What follows belongs to an exercise in optimizing a design on an open flow for small area; a production flow would make more cautious choices. Only simulation tests tie the RTL to the original design; equivalence was not proved. Power and IR drop assume default switching activity.

==> flow/design.v (outline; a module is shown in full before it is edited, if it fits) <==
// module lane_addr_logic: 596 lines
// module frame_counters: 52 lines
// module rd_lane_bank: 27 lines
// module wr_lane_bank: 38 lines
// module addr_gen_top: 41 lines
module addr_gen_top (
    input  logic                          clk,
    input  logic                          reset_n,
    input  logic [4:0]                    ctrl,
    input  logic [3:0]                    step,
    input  logic [36-1:0]         sync_in,
    output logic [36*8-1:0] rd_lane_addr,
    output logic [36*8-1:0] wr_lane_addr,
    output logic [36-1:0]         wr_lane_strobe,
    output logic [10-1:0]           rd_frame_addr,
    output logic [10-1:0]           wr_frame_addr
);
  // ...
==> flow/flow/run.sh <==
#!/bin/bash
# ORFS layout as the standard.sh runs it, with three changes:
#  - synthesis maps with an area-oriented ABC script (flow/area.abc) and
#    without ORFS's full/half-adder extraction;
#  - the I/O ports get the smallest buffer (buf_1);
#  - everything else (floorplan, place, CTS, route) is standard.
set -euo pipefail
here=$(pwd)
export MY_ABC_SCRIPT=$here/flow/area.abc
export BUFFER_PORTS_ARGS="-buffer_cell sky130_fd_sc_hd__buf_1"
sed -e "s|SYNTH_SCRIPT=[^ ]*|SYNTH_SCRIPT=$here/flow/synth.tcl ADDER_MAP_FILE=|" standard.sh > my_standard.sh
bash my_standard.sh > flow_make.log 2>&1
==> flow/flow/area.abc <==
strash
&get -n
&deepsyn -T 120
&put
dch -f
map -a
strash
dch -f
amap
==> flow/flow/synth.tcl <==
# The standard flow's synthesis script (synth_recipe.tcl) with one change: the final ABC
# mapping call uses the area-oriented script named by $MY_ABC_SCRIPT.
proc synth {args} { yosys synth -nofsm -noshare {*}$args }
proc abc {args} {
  set i [lsearch -exact $args -script]
  if {$i >= 0 && [info exists ::env(MY_ABC_SCRIPT)]} {
    set args [lreplace $args [expr {$i + 1}] [expr {$i + 1}] $::env(MY_ABC_SCRIPT)]
    puts "abc with script $::env(MY_ABC_SCRIPT)"
  }
  yosys abc {*}$args
}
source $::env(SCRIPTS_DIR)/synth.tcl
# left out here: clear keep_hierarchy, flatten, clean up, hide names made inside functions, write 1_2_yosys.v
==> flow/standard.sh <==
#!/bin/bash
# synth_recipe.tcl (not shown) runs the flow's synth.tcl, then flattens the netlist and writes it again
# the make line also repeats each setting of config.mk as NAME=value (left out here)
make -C /OpenROAD-flow-scripts/flow DESIGN_CONFIG=/design/flow/config.mk WORK_HOME=/design/flow/orfs CLKGATE_MAP_FILE= SYNTH_SCRIPT=/design/flow/synth_recipe.tcl "${@:-finish}"
==> flow/config.mk <==
export PLATFORM = sky130hd
export DESIGN_NAME = addr_gen_top
export DESIGN_NICKNAME = addr_gen_top
export VERILOG_FILES = /design/flow/design.v
export SDC_FILE = /design/flow/constraint.sdc
export NUM_CORES = 4
export LEC_CHECK = 0
export CAP_MARGIN = 20
export CORE_MARGIN = 2
export CORE_UTILIZATION = 40
export SLEW_MARGIN = 20
==> flow/constraint.sdc <==
create_clock -name core_clock -period 5.0 [get_ports {clk}]
set_input_delay 1.0000 -clock core_clock [delete_from_list [all_inputs] [get_ports {clk}]]
set_output_delay 1.0000 -clock core_clock [all_outputs]
set_load 0.01 [all_outputs]
==> flow_metrics.env, run 1 <==
export IMPL_seq_area_frac_synth_pct=25.1
export IMPL_synth_top_area_share_pct=25.1
export IMPL_die_x_um=155
export IMPL_yosysWarnings=3
export IMPL_synth_top_family_by_area="compound AO/OA/AOI/OAI gates"
export IMPL_synthAdderAreaFrac_pct=0
export IMPL_die_h_um=155
export IMPL_synth_ff_latch_count=92
export IMPL_firstError="[ERROR PPL-0024] Number of IO pins (679) exceeds maximum number of available positions (554). Increase the die perimeter from 621.56um to 923.44um."
export IMPL_synthTopCellsByArea="dfrtp_1 (25%), buf_4 (17%), nor2_1 (12%), o22ai_1 (9.7%), o21ai_0 (8.3%)"
export IMPL_muxShareOfSynthArea_pct=0
export IMPL_synth_compound_area_share_pct=28.2
export IMPL_yosys_top_cells_count="nor2_1 (302), buf_4 (204), clkinv_1 (177)"
export IMPL_syn_area_um2=9170
export IMPL_synthSimpleGateAreaFrac_pct=22.7
export IMPL_status="did not finish"
export IMPL_ys_types=33
export IMPL_yosysMostFrequentCell="nor2_1"
export IMPL_postSynthAreaPerCell_um2=6.43
export IMPL_yosys_most_used_dff="dfrtp_1"
export IMPL_rows=55
export IMPL_syn_inst=1426
export IMPL_synth_top_area_cell="dfrtp_1"
export IMPL_synth_xor_area_share_pct=0
export IMPL_initial_core_util_pct=40.6
export IMPL_synth_edff_count=0
export IMPL_synthArstFlopShare_pct=100
export IMPL_failing_step="I/O pin placement (3_2_place_iop)"
==> inputs of run 2 (changes only) <==
--- a/flow/flow/run.sh
+++ b/flow/flow/run.sh
@@ -10,2 +10,4 @@
 export BUFFER_PORTS_ARGS="-buffer_cell sky130_fd_sc_hd__buf_1"
+# drop the buffers yosys inserted before placement (the ports get their own)
+export REMOVE_ABC_BUFFERS=1
 sed -e "s|SYNTH_SCRIPT=[^ ]*|SYNTH_SCRIPT=$here/flow/synth.tcl ADDER_MAP_FILE=|" standard.sh > my_standard.sh
--- a/flow/config.mk
+++ b/flow/config.mk
@@ -7,5 +7,7 @@
 export LEC_CHECK = 0
-export CAP_MARGIN = 20
+export CAP_MARGIN = 10
 export CORE_MARGIN = 2
-export CORE_UTILIZATION = 40
-export SLEW_MARGIN = 20
+export CORE_UTILIZATION = 60
+export CTS_BUF_LIST = sky130_fd_sc_hd__clkbuf_4 sky130_fd_sc_hd__clkbuf_8
+export GPL_TIMING_DRIVEN = 0
+export SLEW_MARGIN = 10
==> run 2 against run 1 <==
- the run again fails in I/O pin placement (3_2_place_iop)
- synthesized cell count unchanged
- area after synthesis unchanged
==> flow_metrics.env, run 2 <==
export IMPL_syn_area_um2=9170
export IMPL_initial_core_util_pct=60.8
export IMPL_postSynthAreaPerCell_um2=6.43
export IMPL_synthArstFlopShare_pct=100
export IMPL_synth_top_area_share_pct=25.1
export IMPL_rows=45
export IMPL_status="did not finish"
export IMPL_failing_step="I/O pin placement (3_2_place_iop)"
export IMPL_die_h_um=128
export IMPL_yosysWarnings=3
export IMPL_yosys_most_used_dff="dfrtp_1"
export IMPL_synthTopCellsByArea="dfrtp_1 (25%), buf_4 (17%), nor2_1 (12%), o22ai_1 (9.7%), o21ai_0 (8.3%)"
export IMPL_synth_top_area_cell="dfrtp_1"
export IMPL_yosys_top_cells_count="nor2_1 (302), buf_4 (204), clkinv_1 (177)"
export IMPL_syn_inst=1426
export IMPL_synth_edff_count=0
export IMPL_seq_area_frac_synth_pct=25.1
export IMPL_yosysMostFrequentCell="nor2_1"
export IMPL_die_x_um=128
export IMPL_ys_types=33
export IMPL_synth_ff_latch_count=92
export IMPL_firstError="[ERROR PPL-0024] Number of IO pins (679) exceeds maximum number of available positions (454). Increase the die perimeter from 510.44um to 923.44um."
run 2: cell counts after synthesis:
No cell type changed its count.
run 2: cells by family after synthesis:
family | after synthesis | synth area share, %
simple gates | 506 | 22.7
compound gates | 447 | 28.2
buf+inv | 381 | 24.0
flops | 92 | 25.1
==> inputs of run 3 (changes only) <==
--- a/flow/flow/run.sh
+++ b/flow/flow/run.sh
@@ -1,7 +1,2 @@
 #!/bin/bash
-# ORFS layout as the standard.sh runs it, with three changes:
-#  - synthesis maps with an area-oriented ABC script (flow/area.abc) and
-#    without ORFS's full/half-adder extraction;
-#  - the I/O ports get the smallest buffer (buf_1);
-#  - everything else (floorplan, place, CTS, route) is standard.
 set -euo pipefail
--- a/flow/config.mk
+++ b/flow/config.mk
@@ -8,5 +8,5 @@
 export CAP_MARGIN = 10
-export CORE_MARGIN = 2
-export CORE_UTILIZATION = 60
+export CORE_AREA = 2 2 308 74
 export CTS_BUF_LIST = sky130_fd_sc_hd__clkbuf_4 sky130_fd_sc_hd__clkbuf_8
+export DIE_AREA = 0 0 310 76
 export GPL_TIMING_DRIVEN = 0
==> run 3 against run 2 <==
- now fails the layout checks on negative setup slack
- synthesized cell count is the same
- area after synthesis is the same
==> flow_metrics.env, run 3 <==
export IMPL_root_buffer="clkbuf_8"
export IMPL_hpwl_mm=35.4
export IMPL_max_freq_mhz=190
export IMPL_maxSlewHeadroom_pct=38.2
export IMPL_die_h_um=76
export IMPL_required_ns=4.00
export IMPL_htreeDepth=3
export IMPL_min_period_ns=5.27
export IMPL_synth_top_area_share_pct=25.1
export IMPL_synth_edff_count=0
export IMPL_port_buffers=678
export IMPL_largest_register="u_wr_bank.lane_strobe"
export IMPL_clk_latency_ns=0.42
export IMPL_seq_area_frac_synth_pct=25.1
export IMPL_crit_type="reg -> out"
export IMPL_io_pins=679
export IMPL_ir_drop_v=0.000201
export IMPL_design_core_area_um2=21600
export IMPL_syn_area_um2=9170
export IMPL_grt_start_max_net_pins=38
export IMPL_startpoint_type="flip-flop"
export IMPL_die_x_um=310
export IMPL_rsz0062_at_grt="true"
export IMPL_endpoint_kind="output port"
export IMPL_final_setup_worst_slack_ns=-0.268
export IMPL_synthTopCellsByArea="dfrtp_1 (25%), buf_4 (17%), nor2_1 (12%), o22ai_1 (9.7%), o21ai_0 (8.3%)"
export IMPL_setup_tns_ns=-1.61
export IMPL_synthSimpleGateAreaFrac_pct=22.7
export IMPL_grt_overflow=0
export IMPL_gp_congestion=1.02
export IMPL_min_path_type="reg -> reg"
export IMPL_syn_inst=1426
export IMPL_final_nets=2099
export IMPL_hold_viol=0
export IMPL_synth_ff_latch_count=92
export IMPL_hold_buffers=0
export IMPL_layout_commonest_cell="buf_1"
export IMPL_antenna_found_initial=3
export IMPL_synth_compound_area_share_pct=28.2
export IMPL_so_violations="negative setup slack"
export IMPL_grt_pass1_vias=11400
export IMPL_synth_xor_area_share_pct=0
export IMPL_dieArea_um2=23600
export IMPL_synth_top_family_by_area="compound AO/OA/AOI/OAI gates"
export IMPL_placedInstanceArea_um2=10700
export IMPL_drtIter0Drc=1392
export IMPL_vias_per_cell=5.56
export IMPL_cap_violations=0
export IMPL_synthAdderAreaFrac_pct=0
export IMPL_p_per_area_nw_per_um2=443
export IMPL_postSynthAreaPerCell_um2=6.43
export IMPL_muxShareOfSynthArea_pct=0
export IMPL_top_regs="u_wr_bank.lane_strobe x36, u_counters.rd_frame_addr x10, u_counters.wr_frame_addr x10"
export IMPL_yosys_top_cells_count="nor2_1 (302), buf_4 (204), clkinv_1 (177)"
export IMPL_cp_max_fo=8
export IMPL_cts_tree="done"
export IMPL_cp_arrival_ns=4.27
export IMPL_area_growth_pct=42.8
export IMPL_slew_violations=0
export IMPL_wl_mm=48.2
export IMPL_worst_pin_slew_ns=0.927
export IMPL_finalCritPeriodShare_pct=105
export IMPL_first_pass_iters=6
export IMPL_setup_violations_final=11
export IMPL_grt_usage_pct=38.9
export IMPL_rows=26
export IMPL_ys_types=33
export IMPL_synth_top_area_cell="dfrtp_1"
export IMPL_finClkSkew_ns=0.0156
export IMPL_vias=13200
export IMPL_drc=0
export IMPL_routedWlPerCell_um=20.3
export IMPL_yosysMostFrequentCell="nor2_1"
export IMPL_grt_pass1_wl_mm=70.0
export IMPL_numCtsBuffers=9
export IMPL_clkSinkCount=92
export IMPL_ant_nets=0
export IMPL_synthArstFlopShare_pct=100
export IMPL_yosysWarnings=3
export IMPL_path_clk_slew_ns=0.11
export IMPL_finalInstanceArea_um2=13100
export IMPL_largest_reg_flops=36
export IMPL_final_cell_mix="buf_1 (655), nor2_1 (248), clkinv_1 (130), o22ai_1 (127), o21ai_0 (120)"
export IMPL_status="failed layout checks"
export IMPL_yosys_most_used_dff="dfrtp_1"
export IMPL_cts_path_max_buffers=2
export IMPL_drive_gt1_share_pct=18.2
export IMPL_initial_core_util_pct=42.4
export IMPL_p_leak_nw=5.23
run 3: repair_timing:
| item | in CTS | in global routing |
|---|---|---|
| endpoints found under the setup margin | 254 | 68 |
| pin swaps | 52 | 53 |
| gates cloned | 2 | 1 |
| buffers inserted | 92 | 42 |
| gates resized for setup | 254 | 109 |
run 3: final cells by class:
class	count	area, µm²
clock buffers	9	124
multi-input cells	953	5440
flip-flops and latches	92	2350
well taps	308	385
inverters	177	820
repair inverters	2	16.3
repair buffers	817	3870
clock inverters	7	70.1
fillers	2178	8510
diodes	4	10.0
run 3: final timing paths:
path / start / end / slack [ns] / cells after the start
min in group asynchronous: reset_n / u_wr_bank.lane_strobe[0] / 0.51 / 1
worst min-delay path: u_counters.wr_base[7] / u_counters.wr_base[7] / 0.48 / 1
worst max register to register: u_wr_bank.base_q[7] / u_wr_bank.base_q[7] / 2.81 / 2
max in group asynchronous: reset_n / u_rd_bank.base_q[0] / 3.50 / 4
worst max-delay path: u_wr_bank.phase_q[0] / wr_lane_addr[223] / -0.27 / 25
worst min register to register: u_counters.wr_base[7] / u_counters.wr_base[7] / 0.48 / 1
run 3: layer usage:
layer	vias to the layer above	global-route usage [%]	part of all wire [%]
li1	5967	-	-
met1	6272	53.9	42
met2	764	58.7	44
met3	162	10.7	11
met4	0	11.8	3.6
met5	-	0	0
run 3: kinds of logic (layout without fill, tap and decap cells):
kind of cell / Yosys count / count (layout)
AND/OR/NAND/NOR: 506 / 506
flip-flops: 92 / 92
buffers and inverters: 381 / 1012
AO/OA/AOI/OAI: 447 / 447
other: 0 / 4
run 3: critical path: stages, from the launching register on:
cell	delay, ns
dfrtp_2	0.42
clkinv_4	0.07
nor2_4	0.19
clkinv_4	0.10
buf_4	0.21
o22ai_2	0.29
clkinv_1	0.18
nor2_1	0.22
clkinv_1	0.19
o22ai_1	0.28
nor2_2	0.06
a21oi_2	0.17
a22oi_2	0.15
nand2_2	0.11
o21ai_4	0.08
nand2_2	0.11
nand2_4	0.06
clkinv_4	0.05
nor2_4	0.03
nor2_4	0.17
nor2_4	0.06
buf_4	0.14
o21ai_2	0.15
nor2_1	0.06
a21oi_1	0.14
buf_2	0.15
run 3: power by group:
group / internal, mW / total, mW / leakage [nW] / switching [mW]
sequential: 0.847 / 1.02 / 1.16 / 0.174
combinational: 1.44 / 4.25 / 3.98 / 2.81
clock: 0.196 / 0.533 / 0.101 / 0.337
total: 2.48 / 5.80 / 5.23 / 3.32
run 3: stage by stage:
stage | hold WS, ns | worst slack (ns) | utilization (%) | instances | total power, mW
2_1_floorplan | 0.446 | -3.03 | - | 1222 | 2.90
3_3_place_gp | 0.466 | -5.32 | 48.9 | 2208 | 4.35
3_5_place_dp | 0.466 | -3.87 | 49.7 | 2216 | 4.37
4_1_cts | 0.487 | -0.203 | 57.6 | 2325 | 5.44
5_1_grt | 0.512 | -0.377 | 60.6 | 2366 | 6.12
6_report | 0.485 | -0.268 | 60.6 | 2369 | 5.80
==> inputs of run 4 (changes only) <==
==> flow/flow/area.abc (replaced) <==
strash
&get -n
&deepsyn -T 120
&put
dch -f
map
--- a/flow/config.mk
+++ b/flow/config.mk
@@ -12,2 +12,3 @@
 export GPL_TIMING_DRIVEN = 0
+export SETUP_SLACK_MARGIN = 0.2
 export SLEW_MARGIN = 10
==> run 4 against run 3 <==
- the run now finishes clean
- critical endpoint is now rd_lane_addr[182]
- synthesized cell count up 9.5%
- die area unchanged
- global-route usage down 3.2 points
- largest power group unchanged
- first-iteration DRC count down 11%
==> flow_metrics.env, run 4 <==
export IMPL_syn_inst=1561
export IMPL_io_pins=679
export IMPL_final_setup_worst_slack_ns=0.337
export IMPL_final_cells=2411
export IMPL_groute_layer_met2_usage_pct=52.5
export IMPL_cp_max_fo=14
export IMPL_synthArstFlopShare_pct=100
export IMPL_grt_pass1_wl_mm=64.4
export IMPL_rsz0062_at_grt="true"
export IMPL_hold_buffers=0
export IMPL_hpwl_mm=34.5
export IMPL_largest_register="u_wr_bank.lane_strobe"
export IMPL_drtIter0Drc=1238
export IMPL_cts_path_max_buffers=2
export IMPL_die_x_um=310
export IMPL_synthTopCellsByArea="dfrtp_1 (23%), buf_4 (16%), nand2_1 (12%), nor2_1 (10%), xor2_1 (9.6%)"
export IMPL_seq_area_frac_synth_pct=23.5
export IMPL_port_buffers=678
export IMPL_worst_r2r_path_depth=12
export IMPL_yosysMostFrequentCell="nand2_1"
export IMPL_ir_drop_v=0.000244
export IMPL_rows=26
export IMPL_path_clk_slew_ns=0.12
export IMPL_p_clk_share_pct=10.2
export IMPL_combPwrFrac_pct=71.6
export IMPL_synth_edff_count=0
export IMPL_min_period_ns=4.66
export IMPL_required_ns=4.00
export IMPL_postSynthAreaPerCell_um2=6.28
export IMPL_grt_start_max_net_pins=37
export IMPL_finalInstanceArea_um2=12400
export IMPL_first_pass_iters=6
export IMPL_numCtsBuffers=9
export IMPL_grt_pass1_vias=10500
export IMPL_r2r_end="u_counters.rd_base[7]"
export IMPL_drc=0
export IMPL_vias=12500
export IMPL_crit_buf_inv=3
export IMPL_reg2reg_slack_ns=3.00
export IMPL_grt_usage_pct=35.7
export IMPL_insertedDiodeCount=0
export IMPL_clkSinkCount=92
export IMPL_final_cell_mix="buf_1 (675), nand2_1 (294), nor2_1 (247), clkinv_1 (171), o21ai_0 (151)"
export IMPL_slowest_stage="dfrtp_4"
export IMPL_yosysWarnings=3
export IMPL_maxSlewHeadroom_pct=18.0
export IMPL_syn_area_um2=9800
export IMPL_routedWlPerCell_um=18.6
export IMPL_layout_commonest_cell="buf_1"
export IMPL_grt_use_met1_pct=53.1
export IMPL_root_buffer="clkbuf_8"
export IMPL_gp_congestion=1.00
export IMPL_timing_hold_ws_ns=0.486
export IMPL_ant_nets=0
export IMPL_power_switching_mw=3.47
export IMPL_yosys_top_cells_count="nand2_1 (306), nor2_1 (265), buf_4 (204)"
export IMPL_synth_top_area_cell="dfrtp_1"
export IMPL_design_core_area_um2=21600
export IMPL_hold_viol=0
export IMPL_vias_per_cell=5.20
export IMPL_swShare_pct=59.1
export IMPL_wl_mm=44.8
export IMPL_final_nets=2146
export IMPL_hold_path_end="u_counters.wr_base[7]"
export IMPL_placedInstanceArea_um2=11300
export IMPL_htreeDepth=3
export IMPL_slew_violations=0
export IMPL_holdPathStages=1
export IMPL_max_freq_mhz=214
export IMPL_startpoint_type="flip-flop"
export IMPL_endpoint_kind="output port"
export IMPL_dieArea_um2=23600
export IMPL_ys_types=32
export IMPL_min_path_type="reg -> reg"
export IMPL_p_per_area_nw_per_um2=473
export IMPL_nFillCells=2298
export IMPL_grt_overflow=0
export IMPL_finClkSkew_ns=0.0235
export IMPL_top_regs="u_wr_bank.lane_strobe x36, u_counters.rd_frame_addr x10, u_counters.wr_frame_addr x10"
export IMPL_setup_violations_final=0
export IMPL_cts_tree="done"
export IMPL_worst_pin_slew_ns=1.22
export IMPL_clk_latency_ns=0.42
export IMPL_largest_reg_flops=36
export IMPL_status="no timing/DRC/antenna violations"
export IMPL_place_ws_ns=-1.59
export IMPL_finalCritPeriodShare_pct=93.3
export IMPL_area_growth_pct=26.7
export IMPL_intPower_mw=2.40
export IMPL_synth_ff_latch_count=92
export IMPL_placed_cells=2346
export IMPL_crit_type="reg -> out"
export IMPL_yosys_most_used_dff="dfrtp_1"
export IMPL_cp_arrival_ns=3.66
export IMPL_path_cells="clkinv_2 > nor2_1 > inv_2 > nor2_2 > nor2_1 > nor2_1 > nor2_1 > a311oi_2 > a21oi_2 > o21ai_2 > nor2_1 > o21ai_2 > nand2_1 > o21ai_0 > xor2_1 > buf_1"
export IMPL_p_seq_share_pct=18.2
export IMPL_met3_usage_pct=6.98
export IMPL_initial_core_util_pct=45.4
export IMPL_crit_family="compound AO/OA/AOI/OAI gates"
export IMPL_grt_busiest_layer="met1"
export IMPL_timing_rr_start="u_counters.rd_base[0]"
export IMPL_max_stage_delay_ns=0.56
export IMPL_p_leak_nw=5.26
export IMPL_synth_top_area_share_pct=23.5
export IMPL_drive_gt1_share_pct=9.32
export IMPL_crit_top_cell="nor2_1"
export IMPL_cap_violations=0
export IMPL_hp_start="u_counters.wr_base[7]"
export IMPL_die_h_um=76
export IMPL_antenna_found_initial=1
run 4: cell types whose count changed after synthesis, sizes merged, moves of 36 or more:
cell / previous run / this run
nand2: 121 / 306
nand3: 6 / 42
nor2: 302 / 265
nor2b: 37 / 0
o22ai: 142 / 2
xor2: 0 / 107
run 4: final cells by class:
| class | count | area [µm²] | area share (%) |
|---|---|---|---|
| Timing Repair Buffer | 728 | 2980 | 24.0 |
| Clock inverter | 6 | 96.3 | 0.775 |
| Sequential cell | 92 | 2350 | 18.9 |
| Inverter | 193 | 752 | 6.05 |
| Multi-Input combinational cell | 1075 | 5740 | 46.2 |
| Clock buffer | 9 | 124 | 0.997 |
| Tap cell | 308 | 385 | 3.10 |
run 4: logic make-up after synthesis:
logic type | Yosys count | synth area share, %
and+or+nand+nor | 650 | 26.2
buffers and inverters | 397 | 23.0
AOI/OAI and AO/OA | 305 | 16.8
xor gates and xnor gates | 116 | 10.4
DFF | 92 | 23.5
muxes | 1 | 0.115
run 4: stage by stage:
step | TNS, ns | total power [mW] | utilization, %
2_1_floorplan | -15.67 | 3.25 | -
3_3_place_gp | -220.47 | 4.89 | 51.9
3_5_place_dp | -60.84 | 4.90 | 52.2
4_1_cts | 0 | 5.66 | 55.4
5_1_grt | 0 | 6.24 | 57.5
6_report | 0 | 5.87 | 57.5
run 4: repair_timing:
item / CTS / global route
gates resized for setup: 96 / 69
endpoints found under the setup margin: 249 / 53
pin swaps: 8 / 13
gates cloned: 1 / 2
setup buffers: 25 / 22
run 4: routing by layer:
metal  wire (µm)  part of all wire [%]
met2       19500                    44
met5           0                     0
met1       20400                    45
met3        3920                   8.7
met4        1010                   2.2
run 4: worst register-to-register path, delay by kind of cell, from the launching register on:
kind / cells / cell delay [ns]
buf+inv: 4 / 0.39
flops: 1 / 0.37
simple gates: 4 / 0.54
compound gates: 4 / 0.61
run 4: worst max path at each step:
stage	from	to	slack, ns	cells past startpoint
5_1_grt	u_wr_bank.phase_q[0]	wr_lane_addr[205]	0.17	17
3_5_place_dp	u_wr_bank.phase_q[1]	wr_lane_addr[229]	-1.59	17
6_report	u_rd_bank.base_q[0]	rd_lane_addr[182]	0.34	16
2_1_floorplan	u_rd_bank.base_q[0]	rd_lane_addr[180]	-0.74	15
4_1_cts	u_wr_bank.phase_q[1]	wr_lane_addr[183]	0.23	18
3_3_place_gp	u_rd_bank.phase_q[1]	rd_lane_addr[215]	-1.77	18
run 4: power groups by stage:
stage	Clock (mW)	Combinational (mW)	Sequential, mW
2_1_floorplan	0	2.08	1.17
3_3_place_gp	0	3.80	1.09
3_5_place_dp	0	3.80	1.09
4_1_cts	0.611	3.99	1.06
5_1_grt	0.638	4.51	1.09
6_report	0.600	4.21	1.07

-- afterwards: timing with drivers on the ports --
In the flow no input, the clock included, has a driving cell. The finished layouts below were timed again as built, in two steps. Step 1, drivers: a clkbuf_16 drives clk and a buf_2 each remaining input, both assumed. Step 2 moves the port delays by t, midway between the first and last clock arrival at a register: inputs arrive t later, outputs are due t later. That takes back most of the time a late clock gives input paths. Slacks: ideal ports / drivers / drivers and shift; pairs: ideal ports / drivers.
| run | t, ns | setup slack, ns | clock arrival spread, ns |
|---|---|---|---|
| run 3 | 0.450 | -0.268 / -0.309 / 0.141 | 0.019 / 0.018 |
| run 4 | 0.450 | 0.337 / 0.296 / 0.746 | 0.026 / 0.026 |
